Context: an optimization exercise on an open-source flow, tuned for small area, a short achievable clock period and few clock cycles per item. The choices shown serve that exercise and are no tape-out recipe.
Function was checked by simulation only, so behaviour that the tests miss may differ from the original.

// sha256_block_compress
module sha256_block_compress (
  input  logic        clk,
  input  logic        rst,
  input  logic        start,
  output logic        busy,
  input  logic [36:0] item,
  output logic [35:0] result,
  output logic        result_strobe
);
Size: about 6600 cells after synthesis, ~1700 flip-flops, about 78 I/O pins, ~0.078 mm^2 of cells after synthesis.
clock: 9.0 ns
lec_check: 0
cap_margin: 20
core_margin: 2
core_utilization: 70
cts_cluster_diameter: 80
cts_cluster_size: 24
setup_slack_margin: 4.6
slew_margin: 20
run.sh (not shown) runs the stock make flow with config.mk's settings and CLKGATE_MAP_FILE= SYNTH_SCRIPT=/design/flow/synth_recipe.tcl, a recipe that flattens the netlist after the stock synthesis.
Testbench counts at the start, summed over its fixed seeds: cycles 22,110, blocks 320.
Edit:
--- a/flow/config.mk
+++ b/flow/config.mk
@@ -10 +10 @@
-export CORE_UTILIZATION = 70
+export CORE_UTILIZATION = 65
Result:
- first-iteration DRC count came out lower by 16%
- utilization came out lower by 5.2 points
- clock-buffer cell count came out higher by 6
- routed wire length came out lower by 1.7%
- maximum frequency barely changes
Edit:
--- a/flow/config.mk
+++ b/flow/config.mk
@@ -10 +10 @@
-export CORE_UTILIZATION = 65
+export CORE_UTILIZATION = 55
Result:
- The new run produced a clean layout
- hold slack stays flat
- final area is higher by 2.1%
- global-route usage falls by 4.3 points
- critical path depth went up by 2

========
Another version of the RTL of sha256_block_compress (not shown whole).
Size: ~8,800 cells after synthesis, roughly 78 I/O pins, ~85,000 sq um of cells after synthesis.
Settings: LEC_CHECK=0, CAP_MARGIN=20, CORE_MARGIN=2, CORE_UTILIZATION=40, SETUP_SLACK_MARGIN=4.0, SLEW_MARGIN=20; clock period 9.0 ns.
Testbench counts at the start, summed over its fixed seeds: cycles 22,110, blocks 320.
Then changed:
Settings changed: CTS_BUF_LIST from default to sky130_fd_sc_hd__clkbuf_4 sky130_fd_sc_hd__clkbuf_8.
Effect: The changed run went through all stages and came out clean. Cell area barely changes. Final cell count rose by 1.6%. Die area does not change. Routed wire length is about the same.

========
== the baseline ==
sha256_block_compress, a different RTL version from the one above (not shown whole).
Size in the first run: about 78 I/O pins, roughly 79000 sq um of cells after synthesis.
make LEC_CHECK=0 CAP_MARGIN=20 CORE_MARGIN=2 CORE_UTILIZATION=55 CTS_CLUSTER_DIAMETER=80 CTS_CLUSTER_SIZE=24 SETUP_SLACK_MARGIN=4.0 SLEW_MARGIN=20 finish   # period 9.0 ns
Per the final summary, the baseline finished and its layout is clean on timing, DRC and antenna.
Testbench counts of the baseline, summed over its fixed seeds: cycles 22,110, blocks 320.
The following lists how the candidate was set up differently from the baseline:
- SETUP_SLACK_MARGIN: 4.0 -> 4.6
Results
The candidate against the baseline; wire length after detailed routing is up by a few percent. Post-route fraction of the period consumed by the critical path (higher): the baseline. In the candidate the number of buffers other than clock buffers in the final layout turned out about 30% higher than in the baseline. The candidate vs the baseline, worst setup path endpoint: win[31] vs v[158]. Delta (the candidate minus the baseline): number of gates resized after CTS went up about 650%; average wire length per cell after detail routing went up about 1.2%. Summary of the candidate over the baseline: setup slack after layout rose 0.30 ns. Final critical delay including setup and external delays, the baseline and the candidate: lower on the candidate. Diff the baseline..the candidate | count of sequential standard cells | unchanged.

========
== trial 89 ==
Another version of the RTL of sha256_block_compress (not shown whole).
For scale: about 8000 cells after synthesis, roughly 1700 flip-flops, ~78 I/O pins.
clock: 9.0 ns
lec_check: 0
cap_margin: 20
core_margin: 2
core_utilization: 55
cts_cluster_diameter: 80
cts_cluster_size: 24
setup_slack_margin: 4.0
slew_margin: 20
Both conditions hold for trial 89: the flow ran to the end and the final layout passed the timing, DRC and antenna checks.
Testbench counts of trial 89, summed over its fixed seeds: cycles 22,110, blocks 320.
For build 35, these inputs were changed with respect to trial 89:
- CTS_CLUSTER_SIZE no longer set, was 24
- CORE_UTILIZATION now 40, was 55
- CTS_CLUSTER_DIAMETER no longer set, was 80
==> comparison <==
- For worst hold slack, build 35 and trial 89 come out practically identical.
- In build 35 relative to trial 89, wire length after detailed routing had gone up by a few percent.
- Per the comparison of build 35 with trial 89, layout clock buffer count +125; count of hold buffers inserted by post-cts repair ~0 delta.
- Non-clock buffer count went up by a few percent going from trial 89 to build 35.
- Maximum level of the CTS H-tree (build 35 over trial 89): increase, 1
- In the reports for build 35 and trial 89, the smaller sequential share of layout area belongs to build 35.
- Max clock input transition at the sequential cells of the worst setup and hold paths across build 35 and trial 89: trial 89
- Looking at fmax, build 35 sits 0.0026 GHz higher than trial 89 does.

========
sha256_block_compress, a different RTL version from the one above (not shown whole).
Size: about 6300 cells after synthesis, ~1700 flip-flops, about 78 I/O pins, ~0.076 mm^2 of cells after synthesis.
// sha256_block_compress
module sha256_block_compress (
  input  logic        clk,
  input  logic        rst,
  input  logic        start,
  output logic        busy,
  input  logic [36:0] item,
  output logic [35:0] result,
  output logic        result_strobe
);
  logic        cq_v, cq_ld, cq_go, cq_mw;
  logic [7:0]  cq_lsel;    
  logic [15:0] cq_msel;    
  logic [36:0] cq;
  logic [3:0]  idx;
  logic [31:0] data;
  assign idx  = cq[35:32];
  assign data = cq[31:0];
  logic [7:0][31:0]  hash;
  logic [7:0][31:0]  v, v_rnd;
  logic [15:0][31:0] msg, win;
  logic [31:0]       hkw, k_t;    
  logic              act, com, fin, ob, ooo;
  logic [3:0]        nexp;
  logic [5:0]        kcnt;        
  logic [2:0]        oidx;
  function automatic logic [31:0] rotr(input logic [31:0] x, input int n);
    rotr = (x >> n) | (x << (32 - n));
  endfunction
  logic accept, go, do_load, do_msg, run, inord;
  assign run     = act && com;
  assign accept  = cq_v && !busy;
  assign go      = accept && cq_go;
  assign do_load = accept && cq_ld;
  assign do_msg  = accept && cq_mw;
  assign inord   = !ooo && (idx == nexp);
  logic [3:0]  ridx;       
  logic [31:0] w_msg, w_sched, w_next;
  assign w_msg   = msg[ridx];
  assign w_sched = (rotr(win[1], 17) ^ rotr(win[1], 19) ^ (win[1] >> 10))
                 + win[6]
  ...
clock: 9.0 ns
lec_check: 0
cap_margin: 20
core_margin: 2
core_utilization: 55
cts_cluster_diameter: 80
cts_cluster_size: 24
setup_slack_margin: 4.0
slew_margin: 20
Testbench counts at the start, summed over its fixed seeds: cycles 22,110, blocks 320.
==> next run, changes <==
--- a/flow/config.mk
+++ b/flow/config.mk
@@ -12,3 +12,3 @@
 export CTS_CLUSTER_SIZE = 24
-export SETUP_SLACK_MARGIN = 4.0
+export SETUP_SLACK_MARGIN = 4.6
 export SLEW_MARGIN = 20
Effect:
- The changed run ran to the end with no violations
- clock skew increases by 0.029 ns
- cell area increases by 2.5%
- die area does not change
- wire length increases by 1.7%

## afterwards: timing with drivers on the ports
The flow's constraints put no driver on any port. The routed layouts listed below were extracted and timed again, unchanged, in two steps.
Step 1 assumes that a clkbuf_16 drives the clock port and a buf_2 every other input.
Step 2 also shifts input and output timing later by t, the mid clock arrival at the registers, as if the neighbouring blocks saw the same clock.
Slacks: ideal ports / drivers / drivers and shift; pairs: ideal ports / drivers.
run | shift t [ns] | slack for setup (ns) | worst setup path at the end
the first run of note 1 | 0.801 | 4.347 / 4.347 / 4.347 | register to register
the second run of note 1 | 0.806 | 4.344 / 4.344 / 4.344 | register to register
the third run of note 1 | 0.843 | 4.412 / 4.412 / 4.412 | register to register
the first run of note 2 | 0.940 | 3.956 / 3.956 / 3.509 | input to register
the second run of note 2 | 1.159 | 4.024 / 4.024 / 3.584 | input to register
the baseline | 0.839 | 4.129 / 4.129 / 4.129 | register to register
the candidate | 0.838 | 4.429 / 4.429 / 4.429 | register to register
trial 89 | 0.875 | 3.762 / 3.762 / 3.337 | input to register
build 35 | 0.930 | 3.831 / 3.831 / 3.831 | register to register
the first run of note 5 | 0.825 | 3.934 / 3.934 / 3.934 | register to register
the second run of note 5 | 0.828 | 4.285 / 4.285 / 4.285 | register to register
After both steps every run listed still meets setup and hold. The setup slack of the first run of note 2, which loses most, moves by 0.000 ns with the drivers and by -0.447 ns with both steps.
